This is an optimization exercise on Yosys and OpenROAD, whose aim is small area, a short achievable clock period and few clock cycles per item, not a production implementation.
Function was checked by simulation only, so behaviour that the tests miss may differ from the original.
Power figures rest on the tool's default switching activity, not on a simulated workload.

==> design.v <==
`default_nettype none
module priority_sjf_aging_scheduler (
   input  wire        clock,
   input  wire        reset,
   input  wire        req_valid,
   output wire        req_ready,
   input  wire        req_opcode,
   input  wire [3:0]  req_slot,
   input  wire [7:0]  req_task_id,
   input  wire [15:0] req_arrive_at,
   input  wire [15:0] req_burst_length,
   input  wire [3:0]  req_initial_priority,
   output wire        rsp_valid,
   input  wire        rsp_ready,
   output wire [15:0] rsp_tick_time,
   output wire        rsp_idle,
   output wire [3:0]  rsp_running_slot,
   output wire [7:0]  rsp_running_id,
   output wire        rsp_context_switch,
   output wire        rsp_first_run,
   output wire        rsp_finished,
   output wire [15:0] rsp_finish_tick,
   output wire        rsp_all_done,
   output wire [15:0] rsp_switch_count,
   input  wire        csr_valid,
   output wire        csr_ready,
   input  wire [1:0]  csr_index,
   input  wire [15:0] csr_data
);
   localparam integer NS = 16;
   function automatic logic [1:0] cmp16(logic [15:0] a, logic [15:0] b);
      logic [15:0] l, e;
      l = ~a & b;
      e = ~(a ^ b);
      for (int w = 1; w < 16; w = w * 2) begin
         for (int k = 0; k < 16; k = k + 2 * w) begin
            l[k] = l[k+w] | (e[k+w] & l[k]);
            e[k] = e[k+w] & e[k];
         end
      end
      cmp16 = {l[0], e[0]};
   endfunction
   function automatic logic [3:0] aged(logic [3:0] p, logic [3:0] b);
      aged = ({1'b0, p} > {1'b0, b} + 5'd1) ? p - b : 4'd1;
   endfunction
   logic [7:0]  id_q   [NS];
   logic [15:0] mk_q   [NS];    
   logic [15:0] rem_q  [NS];
   logic [3:0]  pr_q   [NS];
   logic [3:0]  pa_q   [NS];    
   logic [NS-1:0] pend_q, queued_q, started_q, ok_q;
   logic [NS-1:0] le_q [NS];    
   logic [NS-1:0] lc_q;         
   logic [15:0]   cv_q;         
   logic [15:0] now_q;
   logic [16:0] x_q;            
   logic [15:0] sw_total_q;
   logic [7:0]  prev_id_q;      
   logic        busy_q;
   logic        thr0_q, thr1_q;  
   logic [3:0]  boost_q;
   logic        stall_q;        
   logic        rsp_valid_q;
   logic [3:0]  r_slot_q;
   logic        r_sw_q, r_first_q, r_fin_q, r_done_q, r_tsat_q;
   logic out_free, tick_go, load_go, thr_wr, boost_wr;
   assign out_free  = !rsp_valid_q || rsp_ready;
   assign req_ready = out_free && !stall_q;
   assign csr_ready = 1'b1;
   assign tick_go   = req_valid && req_ready && req_opcode;
   assign load_go   = req_valid && req_ready && !req_opcode;
   assign thr_wr    = csr_valid && (csr_index == 2'd0);
   assign boost_wr  = csr_valid && (csr_index == 2'd1);
   logic        now_max;
   logic [15:0] now_next;
   logic        thr_le_d, thr0_n;
   logic [16:0] x_inc, xg;
   logic [3:0]  boost_n;
   logic        ld_arr_ok;
   assign now_max   = (now_q == 16'hFFFF);
   assign now_next  = now_max ? now_q : now_q + 16'd1;
   assign thr_le_d  = thr0_q || (thr1_q && !now_max);
   assign x_inc     = now_max ? x_q : x_q + 17'd1;
   assign xg        = stall_q ? x_q : x_inc;
   assign thr0_n    = thr_wr ? (csr_data == 16'd0) : thr0_q;
   assign boost_n   = boost_wr ? csr_data[3:0] : boost_q;
   assign ld_arr_ok = (req_arrive_at <= now_q);
   logic [NS-1:0] adm, q1, age, rem1;
   always_comb begin
      for (int i = 0; i < NS; i++) begin
         adm[i]  = pend_q[i] && !queued_q[i] && ok_q[i];
         q1[i]   = queued_q[i] || adm[i];
         age[i]  = (pr_q[i] > 4'd1) && ok_q[i] && (queued_q[i] || (pend_q[i] && thr0_q));
         rem1[i] = (rem_q[i] == 16'd1);
      end
   end
   logic [NS-1:0] c_lt, c_eq;
   logic [NS-1:0] rel [NS];     
   always_comb begin
      for (int i = 0; i < NS; i++)
         {c_lt[i], c_eq[i]} = cmp16(rem_q[i], cv_q);
      for (int i = 0; i < NS; i++) begin
         rel[i] = '0;
         for (int j = i + 1; j < NS; j++) begin
            if (lc_q[i])
               rel[i][j] = !c_lt[j];              
            else if (lc_q[j])
               rel[i][j] = c_lt[i] || c_eq[i];    
            else
               rel[i][j] = le_q[i][j];
         end
      end
   end
   logic [NS-1:0] best_pr, win;
   always_comb begin
      logic [NS-1:0] z;
      best_pr = q1;
      for (int b = 3; b >= 0; b--) begin
         for (int i = 0; i < NS; i++)
            z[i] = best_pr[i] && !pa_q[i][b];
         if (z != '0)
            best_pr = z;
      end
      for (int i = 0; i < NS; i++) begin
         win[i] = best_pr[i];
         for (int j = 0; j < NS; j++) begin
            if (j < i)
               win[i] = win[i] && (!best_pr[j] || !rel[j][i]);
            else if (j > i)
               win[i] = win[i] && (!best_pr[j] || rel[i][j]);
         end
      end
   end
   logic        found, fin, sw, all_done, first;
   logic [3:0]  sel;
   logic [15:0] sel_rem, rem_dec;
   logic [7:0]  sel_id;
   logic [NS-1:0] done_run, pend_after;
   always_comb begin
      sel     = '0;
      sel_rem = '0;
      sel_id  = '0;
      for (int i = 0; i < NS; i++) begin
         if (win[i]) begin
            sel     = sel | 4'(i);
            sel_rem = sel_rem | rem_q[i];
            sel_id  = sel_id | id_q[i];
         end
      end
   end
   assign found      = (q1 != '0);
   assign rem_dec    = sel_rem - 16'd1;
   assign done_run   = win & rem1;
   assign fin        = (done_run != '0);
   assign sw         = busy_q && found && (prev_id_q != sel_id);
   assign first      = (win & ~started_q) != '0;
   assign pend_after = pend_q & ~done_run;
   assign all_done   = (pend_after == '0);
   logic [NS-1:0] ld, chg;
   logic [15:0]   mkv, rem_wd;
   always_comb begin
      for (int i = 0; i < NS; i++) begin
         ld[i]  = load_go && (req_slot == 4'(i));
         chg[i] = (tick_go && win[i]) || ld[i];
      end
   end
   assign mkv    = tick_go ? now_q : req_arrive_at;
   assign rem_wd = tick_go ? rem_dec : req_burst_length;
   always_ff @(posedge clock) begin
      lc_q <= reset ? '0 : chg;
      if (chg != '0)
         cv_q <= rem_wd;
      for (int i = 0; i < NS; i++)
         for (int j = i + 1; j < NS; j++)
            le_q[i][j] <= rel[i][j];
   end
   logic [NS-1:0] pend_n, queued_n, ok_n, age_n;
   logic [3:0]    pr_n [NS];
   always_comb begin
      for (int i = 0; i < NS; i++) begin
         pend_n[i]   = pend_q[i];
         queued_n[i] = queued_q[i];
         ok_n[i]     = ok_q[i];
         pr_n[i]     = pr_q[i];
         if (ld[i]) begin
            pend_n[i]   = (req_burst_length != 16'd0);
            queued_n[i] = 1'b0;
            ok_n[i]     = ld_arr_ok;
            pr_n[i]     = req_initial_priority;
         end else if (tick_go) begin
            pend_n[i]   = pend_after[i];
            queued_n[i] = q1[i] && !done_run[i];
            pr_n[i]     = pa_q[i];
            if (!q1[i])
               ok_n[i] = ok_q[i] || (mk_q[i] == now_next);
            else if (win[i])
               ok_n[i] = thr0_q;
            else if (adm[i] || age[i])
               ok_n[i] = thr_le_d;
            else
               ok_n[i] = !xg[16] && (mk_q[i] <= xg[15:0]);
         end else if (stall_q && queued_q[i]) begin
            ok_n[i] = !xg[16] && (mk_q[i] <= xg[15:0]);
         end
         age_n[i] = (pr_n[i] > 4'd1) && ok_n[i] && (queued_n[i] || (pend_n[i] && thr0_n));
      end
   end
   always_ff @(posedge clock) begin
      for (int i = 0; i < NS; i++) begin
         if (ld[i])
            id_q[i] <= req_task_id;
         if (chg[i])
            rem_q[i] <= rem_wd;
         if (tick_go && win[i])
            mk_q[i] <= now_next;
         else if (ld[i] || (tick_go && (adm[i] || age[i])))
            mk_q[i] <= mkv;
         pr_q[i]      <= pr_n[i];
         pa_q[i]      <= age_n[i] ? aged(pr_n[i], boost_n) : pr_n[i];
         ok_q[i]      <= ok_n[i];
         if (ld[i])
            started_q[i] <= 1'b0;
         else if (tick_go && win[i])
            started_q[i] <= 1'b1;
      end
   end
   always_ff @(posedge clock) begin
      if (reset) begin
         pend_q   <= '0;
         queued_q <= '0;
      end else begin
         pend_q   <= pend_n;
         queued_q <= queued_n;
      end
   end
   always_ff @(posedge clock) begin
      if (reset) begin
         now_q       <= '0;
         sw_total_q  <= '0;
         prev_id_q   <= '0;
         busy_q      <= 1'b0;
         rsp_valid_q <= 1'b0;
      end else begin
         if (tick_go) begin
            now_q     <= now_next;
            busy_q    <= found;
            prev_id_q <= sel_id;
            if (sw && sw_total_q != 16'hFFFF)
               sw_total_q <= sw_total_q + 16'd1;
            rsp_valid_q <= 1'b1;
         end else if (rsp_ready) begin
            rsp_valid_q <= 1'b0;
         end
      end
   end
   always_ff @(posedge clock) begin
      if (tick_go) begin
         r_slot_q  <= sel;
         r_sw_q    <= sw;
         r_first_q <= first;
         r_fin_q   <= fin;
         r_done_q  <= all_done;
         r_tsat_q  <= now_max;
      end
   end
   always_ff @(posedge clock) begin
      if (reset) begin
         x_q     <= 17'h1FFF1;    
         thr0_q  <= 1'b0;
         thr1_q  <= 1'b0;
         boost_q <= 4'd1;
         stall_q <= 1'b0;
      end else begin
         stall_q <= thr_wr;
         if (thr_wr) begin
            x_q    <= {1'b0, now_q} - {1'b0, csr_data};
            thr0_q <= (csr_data == 16'd0);
            thr1_q <= (csr_data == 16'd1);
         end else if (tick_go) begin
            x_q    <= x_inc;
         end
         if (boost_wr) boost_q <= csr_data[3:0];
      end
   end
   assign rsp_valid          = rsp_valid_q;
   assign rsp_tick_time      = r_tsat_q ? now_q : now_q - 16'd1;
   assign rsp_idle           = !busy_q;
   assign rsp_running_slot   = r_slot_q;
   assign rsp_running_id     = prev_id_q;
   assign rsp_context_switch = r_sw_q;
   assign rsp_first_run      = r_first_q;
   assign rsp_finished       = r_fin_q;
   assign rsp_finish_tick    = r_fin_q ? now_q : 16'd0;
   assign rsp_all_done       = r_done_q;
   assign rsp_switch_count   = sw_total_q;
endmodule
`default_nettype wire
==> run.sh <==
#!/bin/bash
# synth_recipe.tcl (not shown) runs the flow's synth.tcl, then flattens the netlist and writes it again
# the make line also repeats each setting of config.mk as NAME=value (left out here)
make -C /OpenROAD-flow-scripts/flow DESIGN_CONFIG=/design/flow/config.mk WORK_HOME=/design/flow/orfs CLKGATE_MAP_FILE= SYNTH_SCRIPT=/design/flow/synth_recipe.tcl finish
==> config.mk <==
export PLATFORM = sky130hd
export DESIGN_NAME = priority_sjf_aging_scheduler
export DESIGN_NICKNAME = priority_sjf_aging_scheduler
export VERILOG_FILES = /design/flow/design.v
export SDC_FILE = /design/flow/constraint.sdc
export NUM_CORES = 4
export LEC_CHECK = 0
export ABC_CLOCK_PERIOD_IN_PS = 4000
export CAP_MARGIN = 20
export CORE_MARGIN = 2
export CORE_UTILIZATION = 40
export PLACE_DENSITY = 0.6
export SETUP_SLACK_MARGIN = 3.5
export SLEW_MARGIN = 20
==> constraint.sdc <==
create_clock -name core_clock -period 10.0 [get_ports {clock}]
set_input_delay 2.0000 -clock core_clock [delete_from_list [all_inputs] [get_ports {clock}]]
set_output_delay 2.0000 -clock core_clock [all_outputs]
set_load 0.01 [all_outputs]
==> flow_summary.yaml, run 1 <==
routing:
  post_drt_via_cell_ratio: 6.47
  routed_wl_microns: 345000
  first_pass_iters: 7
  drc_errors: 0
  vias: 63600
  ant_nets: 0
  drt-initial-drc-count: 8749
  drt-wirelength-per-cell_microns: 35.1
worst_hold_path:
  hold_path_end: "started_q[2]$_SDFFE_PP0P_"
  min_from: "started_q[2]$_SDFFE_PP0P_"
  min_path_cells: 2
  min_path_type: "flop to flop"
power_and_ir_drop:
  power.density_mw_per_mm2: 168
  leakagePower_uw: 0.0354
  ir_drop_mv: 0.193
synthesis:
  ys_types: 92
  ys_ff_latch: 1059
  seq_area_frac_synth_pct: 41.5
  mappedNetlistNets: 7689
  synth_async_sr_flop_share_pct: 0
  synth.avg_cell_area_sq_um: 9.68
  synth_ff_type: "edfxtp_1"
  synth_warnings: 9
  syn_inst: 6939
  synth_edf_count: 665
  syn_area_sq_mm: 0.0672
final_layout:
  syn2layout_area_growth_pct: 26.0
  multi_input_area_sq_mm: 0.0401
  fillers: 15300
  seq_area_sq_mm: 0.0279
  final_nets: 8264
  drive_above_1_share_pct: 19.2
setup_path:
  reg2reg_depth: 33
  required_ns: 10.67
  endpoint_kind: "flop"
  cpPeakStageDelay_ns: 0.41
  crit_type: "flop to flop"
  cp_max_fo: 7
  startpoint: "pend_q[10]$_SDFF_PP0_"
  worstReg2RegStart: "pend_q[10]$_SDFF_PP0_"
  cpLargestDelayFamily: "compound AO/OA/AOI/OAI gates"
  slowest_stage: "or3_4"
  crit_top_cell: "buf_6"
  rr_endpoint: "rem_q[13][11]$_DFFE_PP_"
  r2r_slack_ns: 2.69
  path_buf_inv: 12
  worst_ep_arrival_time_ns: 7.98
  crit_path_start_kind: "flop"
grt:
  antenna_found_initial: 20
  grt_usage_pct: 38.3
  grt.overflow.total: 0
  grt_pass1_vias: 58000
  grt_first_pass_wirelength_microns: 459000
  grt_max_degree: 92
sta:
  fin_skew_ns: 0.0387
  rsz0062_at_grt: "true"
  fmaxAchievable_mhz: 137
  fin_crit_sh_pct: 73.1
  worst_slew_pin_slew_ns: 1.28
  hold_ws_ns: 0.451
  timing.final.max_slew_violations: 0
  relSlewSlack_pct: 13.9
  setup_tns_ns: 0
  setup_viol: 0
  final_hold_viol_count: 0
  fin_crit_ns: 7.31
clock_tree:
  cts.reportedPaths.clkPinSlew_ns: 0.06
  clockBufferDepth: 3
  clock_latency_ns: 0.81
  h-tree-depth: 4
  cts_buffers: 130
  tritoncts: "yes"
  cts.sinks: 1059
  cts_root_buf: "clkbuf_16"
place:
  io_buffers: 138
  gp_congestion: 1.08
  dp_hpwl_microns: 243000
floorplanning:
  num_rows: 150
  core_area_sq_mm: 0.167
  die_x_microns: 414
  dieArea_sq_mm: 0.171
  pin_count: 140
  die_h_microns: 414
  start_util_pct: 40.2
flow_run:
  drv_cap: 0
outcome:
  outcome: "complete, no violations"
metal layers:
layer | share of wire, % | GRT usage (%) | routed length, microns
met1 | 39 | 51.8 | 135000
met2 | 42 | 57.2 | 145000
met3 | 12 | 9.43 | 42500
met4 | 6.3 | 18.7 | 21900
met5 | 0.021 | 0 | 71
area by class of cell:
cell class,instances,area share (%)
flip-flops and latches,1059,33.0
diodes,8,0.0236
well taps,2204,3.26
clock inverters,67,0.813
inverters,464,2.09
multi-input cells,5069,47.3
clock buffers,170,4.14
repair buffers,790,9.36
worst max-delay path by stage:
stage,endpoint,cells after the start,slack [ns]
after detailed placement,rem_q[7][13]$_DFFE_PP_,25,0.21
after floorplan,cv_q[14]$_DFFE_PP_,32,3.49
after global routing,rem_q[13][11]$_DFFE_PP_,34,2.60
after CTS,rem_q[2][13]$_DFFE_PP_,34,2.81
after global placement,rem_q[1][13]$_DFFE_PP_,25,0.17
final,rem_q[13][11]$_DFFE_PP_,33,2.69
flip-flops by register name (all words and copies together) (netlist names), 17 cells and up:
name,cells
mk_q,256
pa_q,64
le_q,120
id_q,128
rem_q,256
pr_q,64
x_q,17
cells in the final DEF (no fill, tap or decap), drive strengths merged, types with 189 or more instances in the layout:
cell type  synthesis  routed
edfxtp           665     665
ha               661     661
buf               76     631
nand2            525     525
nor2             490     491
inv              458     467
a21oi            466     466
dfxtp            394     394
o21ai            322     322
a21o             298     298
xnor2            231     231
nand4            209     209
clkbuf           280     189
report_power, final:
| group | leakage [uW] | switching [uW] | internal (uW) | total, uW |
|---|---|---|---|---|
| logic | 0.0241 | 2450 | 1500 | 3950 |
| registers | 0.00930 | 409 | 5120 | 5530 |
| clock network | 0.00203 | 2080 | 2670 | 4750 |
synthesized netlist by cell type, types with 21 or more instances:
library cell	instances	area, sq um
nor3_1	56	280
o31ai_1	21	158
a211oi_1	83	623
nand3_1	148	741
a21oi_1	461	2310
clkbuf_1	280	1050
and3_1	39	244
a2111oi_0	21	184
nand2b_1	82	513
buf_1	29	109
edfxtp_1	665	20000
and2_1	42	263
o211ai_1	28	210
a31oi_1	49	307
a22oi_1	85	638
o21ai_0	301	1510
o32ai_1	86	753
dfxtp_1	394	7890
mux2_2	44	495
o22ai_1	65	407
nand4_1	208	1300
a21o_1	298	2240
buf_2	32	160
or2_2	31	194
inv_1	458	1720
or3_1	27	169
nor2_1	488	1830
xnor2_1	231	2020
nor4_1	138	863
nor2b_1	90	563
a221oi_1	35	307
a311oi_1	48	420
o21a_1	47	353
xor2_1	121	1060
nand2_1	525	1970
ha_1	661	8270
mux2i_1	188	1880
through the flow:
step                      utilization (%)  worst slack [ns]  instances  power (uW)  cell area, sq um
final                                50.7              2.69       9831       14200             84700
after global routing                 50.7              2.60       9826       14700             84600
after CTS                            48.4              2.81       9652       13900             80900
after detailed placement             43.9             0.209       9251        8910             73300
after global placement               43.8             0.172       9249        8820             73200
after floorplan                         -              3.49       6939        7460             67400
what timing repair did:
action                                  in CTS  in global routing
gates cloned                                16                 24
gates resized for setup                    379                414
hold buffers                                 0                  0
pin swaps                                   83                122
buffers inserted                           148                147
endpoints found under the setup margin    1232                758
tightest hold or removal path, cell delays in order (launching register included):
cell and delay, ns:
dfxtp_1 0.31, inv_1 0.05, a21oi_1 0.05
kinds of logic after synthesis:
group | count (synthesis) | share of synthesized area, %
AO/OA/AOI/OAI | 1842 | 18.4
XOR/XNOR | 352 | 4.59
adder cells (fa/ha/maj) | 678 | 12.8
buffers and inverters | 820 | 4.77
flip-flops | 1059 | 41.5
multiplexers | 236 | 3.61
other | 1 | 0.00558
AND/OR/NAND/NOR | 1951 | 14.4
Testbench counts, summed over its fixed seeds: cycles 24,051, ticks 19,485.
==> run 2, diff against run 1 <==
--- a/config.mk
+++ b/config.mk
@@ -9,6 +9,8 @@
 export CAP_MARGIN = 20
 export CORE_MARGIN = 2
 export CORE_UTILIZATION = 40
+export CTS_BUF_LIST = sky130_fd_sc_hd__clkbuf_8
+export CTS_CLUSTER_SIZE = 30
 export PLACE_DENSITY = 0.6
-export SETUP_SLACK_MARGIN = 3.5
+export SETUP_SLACK_MARGIN = 3
 export SLEW_MARGIN = 20
==> flow_summary.yaml, run 2 <==
setup_path:
  crit_path_start_kind: "flop"
  cp_max_fo: 8
  endpoint_kind: "flop"
  worst_ep_arrival_time_ns: 8.09
  startpoint: "ok_q[12]$_DFF_P_"
  path_buf_inv: 12
  worstReg2RegStart: "ok_q[12]$_DFF_P_"
  required_ns: 10.70
  cpLargestDelayFamily: "compound AO/OA/AOI/OAI gates"
  slowest_stage: "nor4_2"
  cpPeakStageDelay_ns: 0.43
  crit_type: "flop to flop"
routing:
  vias: 63000
  ant_nets: 0
  drc_errors: 0
  drt-wirelength-per-cell_microns: 34.6
  drt-initial-drc-count: 8217
  routed_wl_microns: 342000
  post_drt_via_cell_ratio: 6.38
  first_pass_iters: 10
final_layout:
  seq_area_sq_mm: 0.0279
  final_nets: 8241
  syn2layout_area_growth_pct: 22.7
  fillers: 15700
  multi_input_area_sq_mm: 0.0394
  final_common_cell: "edfxtp_1"
  layout_common_cells: "edfxtp_1 (665), ha_1 (660), inv_1 (519)"
  drive_above_1_share_pct: 17.9
  instances_no_fill: 9871
  reg_top3: "mk_q x256, rem_q x256, id_q x128"
outcome:
  outcome: "complete, no violations"
power_and_ir_drop:
  p_seq_share_pct: 40.7
  leakagePower_uw: 0.0348
  combPwrFrac_pct: 28.3
  power_switching_uw: 4930
  ir_drop_mv: 0.142
  power.density_mw_per_mm2: 165
  clkPwrFrac_pct: 31.0
  power.total_uw: 13600
  p_sw_share_pct: 36.2
  internal_power_uw: 8710
synthesis:
  synth_common_cells: "edfxtp_1 (665), ha_1 (661), nand2_1 (525)"
  synth_warnings: 9
  yosys.area.top_type: "edfxtp_1"
  synth_top_area_share_pct: 29.7
  synth_async_sr_flop_share_pct: 0
  syn_inst: 6939
  synth_area_leaders: "edfxtp_1 (30%), ha_1 (12%), dfxtp_1 (12%), a21oi_1 (3.4%), a21o_1 (3.3%)"
  synthMostInstantiatedCell: "edfxtp_1"
  seq_area_frac_synth_pct: 41.5
  synth_edf_count: 665
  synth.avg_cell_area_sq_um: 9.68
  synth_ff_type: "edfxtp_1"
  ys_types: 92
  syn_area_sq_mm: 0.0672
  mappedNetlistNets: 7689
  ys_ff_latch: 1059
clock_tree:
  clock_latency_ns: 1.00
  cts_root_buf: "clkbuf_8"
  h-tree-depth: 4
  cts.sinks: 1059
  cts_buffers: 193
  tritoncts: "yes"
  cts.reportedPaths.clkPinSlew_ns: 0.07
  clockBufferDepth: 3
grt:
  grt_usage_pct: 38.9
  grt_max_degree: 101
  grt.overflow.total: 0
  antenna_found_initial: 18
  grt_first_pass_wirelength_microns: 467000
  grt_pass1_vias: 59200
sta:
  worst_slew_pin_slew_ns: 1.41
  fin_skew_ns: 0.0815
  setup_tns_ns: 0
  fmaxAchievable_mhz: 135
  timing.final.max_slew_violations: 0
  fin_crit_sh_pct: 73.9
  rsz0062_at_grt: "true"
  fin_crit_ns: 7.39
  setup_viol: 0
  relSlewSlack_pct: 5.46
  final_hold_viol_count: 0
worst_hold_path:
  min_from: "started_q[3]$_SDFFE_PP0P_"
  min_path_type: "flop to flop"
floorplanning:
  die_x_microns: 414
  core_area_sq_mm: 0.167
  num_rows: 150
  pin_count: 140
  die_h_microns: 414
  start_util_pct: 40.2
  dieArea_sq_mm: 0.171
place:
  gp_congestion: 1.05
  io_buffers: 138
  post-place-cells: 9251
  dp_hpwl_microns: 247000
flow_run:
  drv_cap: 0
-- run 2: cell counts after synthesis --
Identical to the previous run, type by type.
-- run 2: per-layer routing --
layer	share of wire, %	global-route usage (%)
met1	40	51.7
met2	41	56.3
met3	13	13.0
met4	6.0	19.3
met5	0.032	0
-- run 2: path summary, 6_finish.rpt --
kind                                     to  slack (ns)  depth (start not counted)
setup / recovery     rem_q[4][13]$_DFFE_PP_        2.61                         34
hold reg to reg   started_q[3]$_SDFFE_PP0P_        0.45                          2
hold / removal    started_q[3]$_SDFFE_PP0P_        0.45                          2
setup reg to reg     rem_q[4][13]$_DFFE_PP_        2.61                         34
-- run 2: worst register-to-register path, delay by kind of cell, from the launching register on --
family / cells / cell delay [ns]
AO/OA/AOI/OAI: 11 / 2.30
AND/OR/NAND/NOR: 10 / 2.10
buffers and inverters: 12 / 2.03
flip-flops: 1 / 0.35
XOR/XNOR: 1 / 0.33
-- run 2: layout make-up --
class	count	share of cell area, %
antenna	11	0.0334
clock buffer	212	3.54
clock inverter	148	1.10
inverter	464	2.12
multi-input combinational	5068	47.8
sequential	1059	33.8
tap	2204	3.35
timing repair buffer	705	8.18
-- run 2: timing repair --
item | in CTS | in global routing
gates resized for setup | 488 | 186
pin swaps | 98 | 34
endpoints found under the setup margin | 1232 | 485
buffers inserted | 172 | 51
cloned | 19 | 7
hold buffers | 0 | 0
-- run 2: power groups by stage --
| stage | logic (uW) | registers (uW) | clock network [uW] |
|---|---|---|---|
| global route | 4140 | 5560 | 4440 |
| CTS | 3660 | 5520 | 4250 |
| detailed placement | 3340 | 5590 | 0 |
| finish | 3860 | 5550 | 4230 |
| global placement | 3260 | 5580 | 0 |
| floorplan | 2050 | 5390 | 0 |
-- run 2: cells by family (layout without fill, tap and decap cells) --
kind of cell | Yosys count | after routing | synth area share, %
simple gates | 1951 | 1956 | 14.4
flops | 1059 | 1059 | 41.5
buf+inv | 820 | 1529 | 4.77
fa+ha+maj | 678 | 678 | 12.8
compound gates | 1842 | 1843 | 18.4
xor+xnor | 352 | 352 | 4.59
other cells | 1 | 12 | 0.00558
mux | 236 | 238 | 3.61
-- run 2: per-stage QoR --
stage / hold slack [ns] / worst slack (ns) / utilization (%) / cell area [sq um]
2_1_floorplan: 0.422 / 3.01 / - / 67200
3_3_place_gp: 0.436 / 0.675 / 43.6 / 72900
3_5_place_dp: 0.440 / 0.632 / 43.7 / 73000
4_1_cts: 0.449 / 2.92 / 48.5 / 80900
5_1_grt: 0.459 / 2.52 / 49.3 / 82400
6_report: 0.449 / 2.61 / 49.4 / 82400
==> run 3, diff against run 2 <==
--- a/design.v
+++ b/design.v
@@ -85,13 +85,14 @@
    assign thr0_n    = thr_wr ? (csr_data == 16'd0) : thr0_q;
    assign boost_n   = boost_wr ? csr_data[3:0] : boost_q;
    assign ld_arr_ok = (req_arrive_at <= now_q);
-   logic [NS-1:0] adm, q1, age, rem1;
+   logic [NS-1:0] adm, q1, age, rem1, id_dif;
    always_comb begin
       for (int i = 0; i < NS; i++) begin
          adm[i]  = pend_q[i] && !queued_q[i] && ok_q[i];
          q1[i]   = queued_q[i] || adm[i];
          age[i]  = (pr_q[i] > 4'd1) && ok_q[i] && (queued_q[i] || (pend_q[i] && thr0_q));
          rem1[i] = (rem_q[i] == 16'd1);
+         id_dif[i] = (id_q[i] != prev_id_q);
       end
    end
    logic [NS-1:0] c_lt, c_eq;
@@ -113,14 +114,23 @@
    end
    logic [NS-1:0] best_pr, win;
    always_comb begin
-      logic [NS-1:0] z;
-      best_pr = q1;
-      for (int b = 3; b >= 0; b--) begin
+      logic [NS-1:0] alive;
+      logic [3:0]    pres;
+      alive = q1;
+      for (int b = 2; b >= 0; b = b - 2) begin
+         pres = '0;
          for (int i = 0; i < NS; i++)
-            z[i] = best_pr[i] && !pa_q[i][b];
-         if (z != '0)
-            best_pr = z;
+            if (alive[i]) pres[pa_q[i][b+:2]] = 1'b1;
+         for (int i = 0; i < NS; i++) begin
+            case (pa_q[i][b+:2])
+               2'd0: alive[i] = alive[i];
+               2'd1: alive[i] = alive[i] && !pres[0];
+               2'd2: alive[i] = alive[i] && !pres[0] && !pres[1];
+               default: alive[i] = alive[i] && !pres[0] && !pres[1] && !pres[2];
+            endcase
+         end
       end
+      best_pr = alive;
       for (int i = 0; i < NS; i++) begin
          win[i] = best_pr[i];
          for (int j = 0; j < NS; j++) begin
@@ -152,7 +162,7 @@
    assign rem_dec    = sel_rem - 16'd1;
    assign done_run   = win & rem1;
    assign fin        = (done_run != '0);
-   assign sw         = busy_q && found && (prev_id_q != sel_id);
+   assign sw         = busy_q && ((win & id_dif) != '0);
    assign first      = (win & ~started_q) != '0;
    assign pend_after = pend_q & ~done_run;
    assign all_done   = (pend_after == '0);
--- a/config.mk
+++ b/config.mk
@@ -12,5 +12,5 @@
 export CTS_BUF_LIST = sky130_fd_sc_hd__clkbuf_8
 export CTS_CLUSTER_SIZE = 30
 export PLACE_DENSITY = 0.6
-export SETUP_SLACK_MARGIN = 3
+export SETUP_SLACK_MARGIN = 3.5
 export SLEW_MARGIN = 20
==> flow_summary.yaml, run 3 <==
final_layout:
  multi_input_area_sq_mm: 0.0419
  finish.utilization_pct: 49.9
  syn2layout_area_growth_pct: 24.1
  final_common_cell: "edfxtp_1"
  layout_common_cells: "edfxtp_1 (665), ha_1 (660), nor2_1 (606)"
  reg_top3: "mk_q x256, rem_q x256, id_q x128"
  final_area_sq_mm: 0.0867
  final_nets: 8812
  fillers: 16200
  drive_above_1_share_pct: 19.2
  seq_area_sq_mm: 0.0280
floorplanning:
  start_util_pct: 40.2
  num_rows: 153
  core_area_sq_mm: 0.174
  die_h_microns: 422
  pin_count: 140
  dieArea_sq_mm: 0.178
  die_x_microns: 422
place:
  dp_hpwl_microns: 239000
  gp_congestion: 1.07
  dpl-instance-area_sq_mm: 0.0755
  io_buffers: 138
synthesis:
  yosys.area.top_type: "edfxtp_1"
  mappedNetlistNets: 8157
  synth.mux.area_fraction_pct: 1.89
  synth-compound-area-share_pct: 18.7
  synth_ff_type: "edfxtp_1"
  ys_ff_latch: 1059
  seq_area_frac_synth_pct: 39.9
  synth.avg_cell_area_sq_um: 9.44
  syn_inst: 7407
  synth_top_area_share_pct: 28.6
  synth_edf_count: 665
  synthMostInstantiatedCell: "edfxtp_1"
  synth_warnings: 9
  synth_area_leaders: "edfxtp_1 (29%), ha_1 (12%), dfxtp_1 (11%), xnor2_1 (4.8%), a21oi_1 (3.9%)"
  synth_top_family_by_area: "compound AO/OA/AOI/OAI gates"
  yosys.area_share.adder_pct: 12.3
  synth_async_sr_flop_share_pct: 0
  syn_area_sq_mm: 0.0699
  synth_common_cells: "edfxtp_1 (665), ha_1 (661), nor2_1 (626)"
  synth-simple-area-share_pct: 15.9
  ys_types: 114
  synth_xor_area_share_pct: 6.18
sta:
  setup_tns_ns: 0
  relSlewSlack_pct: 7.07
  hold_ws_ns: 0.453
  timing.final.max_slew_violations: 0
  setup_viol: 0
  fin_skew_ns: 0.0908
  fmaxAchievable_mhz: 143
  worst_slew_pin_slew_ns: 1.38
  fin_crit_sh_pct: 69.8
  rsz0062_at_grt: "true"
  final_hold_viol_count: 0
  fin_crit_ns: 6.98
clock_tree:
  cts_buffers: 193
  cts.reportedPaths.clkPinSlew_ns: 0.06
  clockBufferDepth: 3
  h-tree-depth: 4
  cts_root_buf: "clkbuf_8"
  clock_latency_ns: 1.02
  ctsHoldBuffers: 0
  tritoncts: "yes"
  cts.sinks: 1059
setup_path:
  startpoint: "cv_q[12]$_DFFE_PP_"
  cpLargestDelayFamily: "simple AND/OR/NAND/NOR gates"
  reg2reg_depth: 25
  crit_type: "flop to flop"
  cp-endpoint: "rem_q[4][9]$_DFFE_PP_"
  crit_path_start_kind: "flop"
  path_buf_inv: 6
  rr_endpoint: "rem_q[4][9]$_DFFE_PP_"
  required_ns: 10.71
  worst_ep_arrival_time_ns: 7.69
  worstReg2RegStart: "cv_q[12]$_DFFE_PP_"
  endpoint_kind: "flop"
  r2r_slack_ns: 3.02
  slowest_stage: "o21ai_0"
  cp.depth: 25
  cpPeakStageDelay_ns: 0.71
  cp_max_fo: 8
power_and_ir_drop:
  ir_drop_mv: 0.138
  power.density_mw_per_mm2: 164
  leakagePower_uw: 0.0360
routing:
  drt-initial-drc-count: 8317
  post_drt_via_cell_ratio: 6.28
  ant_nets: 0
  first_pass_iters: 7
  routed_wl_microns: 338000
  vias: 66300
  drc_errors: 0
  drt-wirelength-per-cell_microns: 32.0
worst_hold_path:
  min_path_cells: 2
  min_from: "started_q[12]$_SDFFE_PP0P_"
  min_path_type: "flop to flop"
grt:
  antenna_found_initial: 13
  grt_max_degree: 108
  grt.overflow.total: 0
  grt_first_pass_wirelength_microns: 467000
  grt_usage_pct: 36.4
  grt_pass1_vias: 62900
outcome:
  outcome: "complete, no violations"
flow_run:
  drv_cap: 0
-- run 3: where the power goes --
part           leakage (uW)  internal [uW]  switching (uW)
Combinational        0.0244           1590            2610
Sequential          0.00930           5130             473
Clock               0.00226           2300            2120
-- run 3: timing repair --
item / 4_1_cts / 5_1_grt
setup buffers: 249 / 94
endpoints found under the setup margin: 1231 / 448
gates cloned: 16 / 14
pin swaps: 118 / 117
gates resized for setup: 560 / 263
hold endpoints to repair: 0 / 0
-- run 3: per-stage QoR --
step / cells / total power, uW / setup WS (ns)
floorplan: 7407 / 7640 / 3.50
global placement: 9819 / 9130 / 0.646
detailed placement: 9819 / 9180 / 0.909
CTS: 10400 / 14000 / 3.22
global route: 10600 / 14700 / 3.01
finish: 10600 / 14200 / 3.02
-- run 3: worst min-delay path, stage by stage, from the launching register on --
cell and delay, ns:
dfxtp_1 0.31, inv_1 0.05, a21oi_1 0.05
-- run 3: worst min-delay path by stage --
| stage | end | slack (ns) |
|---|---|---|
| after floorplan | started_q[12]$_SDFFE_PP0P_ | 0.43 |
| after global placement | started_q[7]$_SDFFE_PP0P_ | 0.43 |
| after detailed placement | started_q[12]$_SDFFE_PP0P_ | 0.44 |
| after CTS | started_q[12]$_SDFFE_PP0P_ | 0.45 |
| after global routing | started_q[4]$_SDFFE_PP0P_ | 0.47 |
| final | started_q[12]$_SDFFE_PP0P_ | 0.45 |
-- run 3: cells by family after synthesis --
kind of cell               after synthesis
xor gates and xnor gates               493
and+or+nand+nor                       2193
muxes                                  127
buffers and inverters                  891
DFF                                   1059
AOI/OAI and AO/OA                     1965
other                                    1
adders and majority gates              678
-- run 3: final cells by class --
cell class / count / share of cell area, %
Clock buffer: 215 / 3.41
Tap cell: 2325 / 3.35
Clock inverter: 142 / 1.22
Multi-Input combinational cell: 5464 / 48.3
Sequential cell: 1059 / 32.2
Antenna cell: 8 / 0.0231
Timing Repair Buffer: 826 / 9.22
Inverter: 518 / 2.26
-- run 3: routing by layer --
layer	global-route usage [%]	vias up	part of all wire (%)
met5	0	-	0.020
met4	23.0	10	7.5
met3	8.60	1085	10
met2	56.1	4010	44
met1	45.7	32400	39
li1	-	28800	-
Testbench counts of run 3, summed over its fixed seeds: cycles 24,051, ticks 19,485.
==> run 4, diff against run 3 <==
--- a/design.v
+++ b/design.v
@@ -28,17 +28,18 @@
    input  wire [15:0] csr_data
 );
    localparam integer NS = 16;
-   function automatic logic [1:0] cmp16(logic [15:0] a, logic [15:0] b);
+   function automatic logic lt16c(logic [15:0] a, logic [15:0] b, logic ci);
       logic [15:0] l, e;
       l = ~a & b;
       e = ~(a ^ b);
+      l[0] = l[0] | (e[0] & ci);
       for (int w = 1; w < 16; w = w * 2) begin
          for (int k = 0; k < 16; k = k + 2 * w) begin
             l[k] = l[k+w] | (e[k+w] & l[k]);
             e[k] = e[k+w] & e[k];
          end
       end
-      cmp16 = {l[0], e[0]};
+      lt16c = l[0];
    endfunction
    function automatic logic [3:0] aged(logic [3:0] p, logic [3:0] b);
       aged = ({1'b0, p} > {1'b0, b} + 5'd1) ? p - b : 4'd1;
@@ -95,18 +96,21 @@
          id_dif[i] = (id_q[i] != prev_id_q);
       end
    end
-   logic [NS-1:0] c_lt, c_eq;
+   logic [NS-1:0] c_ci, c_out;
    logic [NS-1:0] rel [NS];     
    always_comb begin
+      c_ci[NS-1] = 1'b0;
+      for (int i = NS - 2; i >= 0; i--)
+         c_ci[i] = c_ci[i+1] || lc_q[i+1];
       for (int i = 0; i < NS; i++)
-         {c_lt[i], c_eq[i]} = cmp16(rem_q[i], cv_q);
+         c_out[i] = lt16c(rem_q[i], cv_q, c_ci[i]);
       for (int i = 0; i < NS; i++) begin
          rel[i] = '0;
          for (int j = i + 1; j < NS; j++) begin
             if (lc_q[i])
-               rel[i][j] = !c_lt[j];              
+               rel[i][j] = !c_out[j];             
             else if (lc_q[j])
-               rel[i][j] = c_lt[i] || c_eq[i];    
+               rel[i][j] = c_out[i];              
             else
                rel[i][j] = le_q[i][j];
          end
@@ -114,23 +118,14 @@
    end
    logic [NS-1:0] best_pr, win;
    always_comb begin
-      logic [NS-1:0] alive;
-      logic [3:0]    pres;
-      alive = q1;
-      for (int b = 2; b >= 0; b = b - 2) begin
-         pres = '0;
+      logic [NS-1:0] z;
+      best_pr = q1;
+      for (int b = 3; b >= 0; b--) begin
          for (int i = 0; i < NS; i++)
-            if (alive[i]) pres[pa_q[i][b+:2]] = 1'b1;
-         for (int i = 0; i < NS; i++) begin
-            case (pa_q[i][b+:2])
-               2'd0: alive[i] = alive[i];
-               2'd1: alive[i] = alive[i] && !pres[0];
-               2'd2: alive[i] = alive[i] && !pres[0] && !pres[1];
-               default: alive[i] = alive[i] && !pres[0] && !pres[1] && !pres[2];
-            endcase
-         end
+            z[i] = best_pr[i] && !pa_q[i][b];
+         if (z != '0)
+            best_pr = z;
       end
-      best_pr = alive;
       for (int i = 0; i < NS; i++) begin
          win[i] = best_pr[i];
          for (int j = 0; j < NS; j++) begin
--- a/config.mk
+++ b/config.mk
@@ -12,5 +12,5 @@
 export CTS_BUF_LIST = sky130_fd_sc_hd__clkbuf_8
 export CTS_CLUSTER_SIZE = 30
 export PLACE_DENSITY = 0.6
-export SETUP_SLACK_MARGIN = 3.5
+export SETUP_SLACK_MARGIN = 3
 export SLEW_MARGIN = 20
==> flow_summary.yaml, run 4 <==
synthesis:
  ys_ff_latch: 1059
  yosys.area.top_type: "edfxtp_1"
  syn_inst: 7201
  synthMostInstantiatedCell: "edfxtp_1"
  synth-compound-area-share_pct: 18.9
  synth_async_sr_flop_share_pct: 0
  seq_area_frac_synth_pct: 40.7
  synth_top_family_by_area: "compound AO/OA/AOI/OAI gates"
  mappedNetlistNets: 7951
  synth_common_cells: "edfxtp_1 (665), ha_1 (661), a21oi_1 (591)"
  syn_area_sq_mm: 0.0684
  synth_ff_type: "edfxtp_1"
  yosys.area_share.adder_pct: 12.6
  synth_area_leaders: "edfxtp_1 (29%), ha_1 (12%), dfxtp_1 (12%), a21oi_1 (4.3%), xnor2_1 (4.2%)"
  synth-simple-area-share_pct: 14.4
  synth.avg_cell_area_sq_um: 9.50
  synth_warnings: 9
  synth_top_area_share_pct: 29.2
  synth_xor_area_share_pct: 6.31
  ys_types: 109
  synth.mux.area_fraction_pct: 2.09
  synth_edf_count: 665
outcome:
  outcome: "complete, no violations"
setup_path:
  slowest_stage: "a222oi_1"
  required_ns: 10.67
  crit_path_start_kind: "flop"
  cpPeakStageDelay_ns: 0.53
  path_buf_inv: 4
  cp_max_fo: 29
  endpoint_kind: "flop"
  crit_type: "flop to flop"
  worst_ep_arrival_time_ns: 7.95
  startpoint: "lc_q[12]$_SDFF_PP0_"
  cpLargestDelayFamily: "compound AO/OA/AOI/OAI gates"
  worstReg2RegStart: "lc_q[12]$_SDFF_PP0_"
  crit_top_cell: "buf_4"
power_and_ir_drop:
  leakagePower_uw: 0.0339
  ir_drop_mv: 0.159
  power.density_mw_per_mm2: 165
clock_tree:
  cts_root_buf: "clkbuf_8"
  cts.sinks: 1059
  clockBufferDepth: 3
  cts_buffers: 193
  h-tree-depth: 4
  tritoncts: "yes"
  clock_latency_ns: 1.01
  cts.reportedPaths.clkPinSlew_ns: 0.06
grt:
  top_usage_layer: "met2"
  gr-usage-met2_pct: 54.6
  grt_first_pass_wirelength_microns: 440000
  grt.overflow.total: 0
  antenna_found_initial: 21
  globalRouteMet3Util_pct: 7.26
  grt_pass1_vias: 59200
  grt_usage_pct: 35.0
  met1_usage_pct: 45.5
  grt_max_degree: 123
sta:
  worst_slew_pin_slew_ns: 1.24
  hold_ws_ns: 0.458
  relSlewSlack_pct: 16.3
  setup_tns_ns: 0
  fmaxAchievable_mhz: 137
  fin_skew_ns: 0.0883
  fin_crit_sh_pct: 72.8
  rsz0062_at_grt: "true"
  timing.final.max_slew_violations: 0
  setup_viol: 0
  fin_crit_ns: 7.28
  final_hold_viol_count: 0
floorplanning:
  start_util_pct: 40.3
  core_area_sq_mm: 0.170
  die_h_microns: 418
  dieArea_sq_mm: 0.174
  die_x_microns: 418
  num_rows: 151
  pin_count: 140
final_layout:
  final_area_sq_mm: 0.0820
  reg_top3: "mk_q x256, rem_q x256, id_q x128"
  final_common_cell: "edfxtp_1"
  final_nets: 8406
  fillers: 15800
  drive_above_1_share_pct: 15.8
  syn2layout_area_growth_pct: 19.9
  instances_no_fill: 10000
  layout_common_cells: "edfxtp_1 (665), ha_1 (660), a21oi_1 (573)"
routing:
  drt-initial-drc-count: 8118
  ant_nets: 0
  post_drt_via_cell_ratio: 6.23
  first_pass_iters: 12
  drc_errors: 0
  routed_wl_microns: 315000
  drt-wirelength-per-cell_microns: 31.3
  vias: 62600
place:
  post-place-cells: 9505
  io_buffers: 138
  dp_hpwl_microns: 227000
  dpl-instance-area_sq_mm: 0.0739
  gp_congestion: 1.05
flow_run:
  drv_cap: 0
worst_hold_path:
  min_path_type: "flop to flop"
  min_from: "started_q[14]$_SDFFE_PP0P_"
[run 4: logic make-up after synthesis]
group | Yosys count
simple gates | 2009
compound gates | 1956
flops | 1059
buf+inv | 867
fa+ha+maj | 678
xor+xnor | 493
mux | 138
other cells | 1
[run 4: worst paths after layout]
check	endpoint	slack, ns	cells past startpoint
hold / removal	started_q[14]$_SDFFE_PP0P_	0.46	2
setup reg to reg	rem_q[11][15]$_DFFE_PP_	2.72	25
setup / recovery	rem_q[11][15]$_DFFE_PP_	2.72	25
hold reg to reg	started_q[14]$_SDFFE_PP0P_	0.46	2
[run 4: tightest hold or removal path: cells and delay by family (launching register included)]
family | cells | cell delay, ns
buffers and inverters | 1 | 0.06
AOI/OAI and AO/OA | 1 | 0.05
DFF | 1 | 0.30
[run 4: timing repair]
item / CTS / global route
cloned: 9 / 5
setup buffers: 103 / 56
hold buffers: 0 / 0
pin swaps: 80 / 72
setup endpoints to repair: 1170 / 468
resized for setup: 313 / 184
[run 4: metal layers]
| layer | routed length (microns) | up-vias | share of wire [%] |
|---|---|---|---|
| met4 | 19700 | 14 | 6.3 |
| met2 | 139000 | 3658 | 44 |
| met1 | 125000 | 30500 | 40 |
| li1 | - | 27600 | - |
| met5 | 95 | - | 0.030 |
| met3 | 30400 | 966 | 9.6 |
[run 4: final cells by class]
type | instances | area (sq um) | area share [%]
multi-input cells | 5282 | 39800 | 48.6
inverters | 504 | 1910 | 2.32
flip-flops and latches | 1059 | 27900 | 34.0
repair buffers | 616 | 5560 | 6.78
well taps | 2218 | 2780 | 3.38
diodes | 15 | 37.5 | 0.0458
clock inverters | 140 | 1040 | 1.27
clock buffers | 214 | 2950 | 3.59
[run 4: report_power, final]
| part | switching, uW | internal (uW) | leakage, uW |
|---|---|---|---|
| sequential | 423 | 5120 | 0.00929 |
| combinational | 2300 | 1330 | 0.0223 |
| clock | 2050 | 2340 | 0.00224 |
| total | 4770 | 8790 | 0.0339 |
[run 4: through the flow]
stage,setup slack (ns),utilization [%],total power [uW]
3_3_place_gp,0.379,43.5,8780
5_1_grt,2.63,48.3,14100
6_report,2.72,48.3,13600
4_1_cts,2.94,47.4,13400
2_1_floorplan,3.18,-,7440
3_5_place_dp,0.729,43.6,8850
Testbench counts of run 4, summed over its fixed seeds: cycles 24,051, ticks 19,485.

[port drivers added, routing unchanged]
The results above use ideal ports. As a check the final layouts listed here were re-extracted and re-timed, cells and wires unchanged. Step 1 sets driving cells, clkbuf_16 on the clock port and buf_2 on the other inputs (assumed; they add their load-dependent delay and slew). Step 2 times the ports against the registers' clock, not the clock port: input delays grow and output delays shrink by t, the midpoint of the rising clock arrivals with the driver on. a / b / c = ideal ports / drivers / drivers and shift; a / b = the first two.
| run | shift t [ns] | setup WS [ns] | hold WS [ns] | clock arrival spread, ns | slew at the worst register clock pin (ns) |
|---|---|---|---|---|---|
| run 1 | 0.869 | 2.685 / 2.685 / 2.685 | 0.451 / 0.451 / 0.451 | 0.039 / 0.039 | 0.07 / 0.07 |
| run 2 | 1.051 | 2.609 / 2.609 / 2.609 | 0.449 / 0.449 / 0.449 | 0.081 / 0.082 | 0.09 / 0.09 |
| run 3 | 1.065 | 3.024 / 3.024 / 2.473 | 0.453 / 0.453 / 0.453 | 0.093 / 0.093 | 0.07 / 0.07 |
| run 4 | 1.053 | 2.716 / 2.716 / 2.716 | 0.458 / 0.458 / 0.458 | 0.089 / 0.088 | 0.07 / 0.07 |
After both steps every run listed still meets setup and hold. For run 3, which loses most, drivers alone change the setup slack by 0.000 ns; drivers and shift together by -0.551 ns.
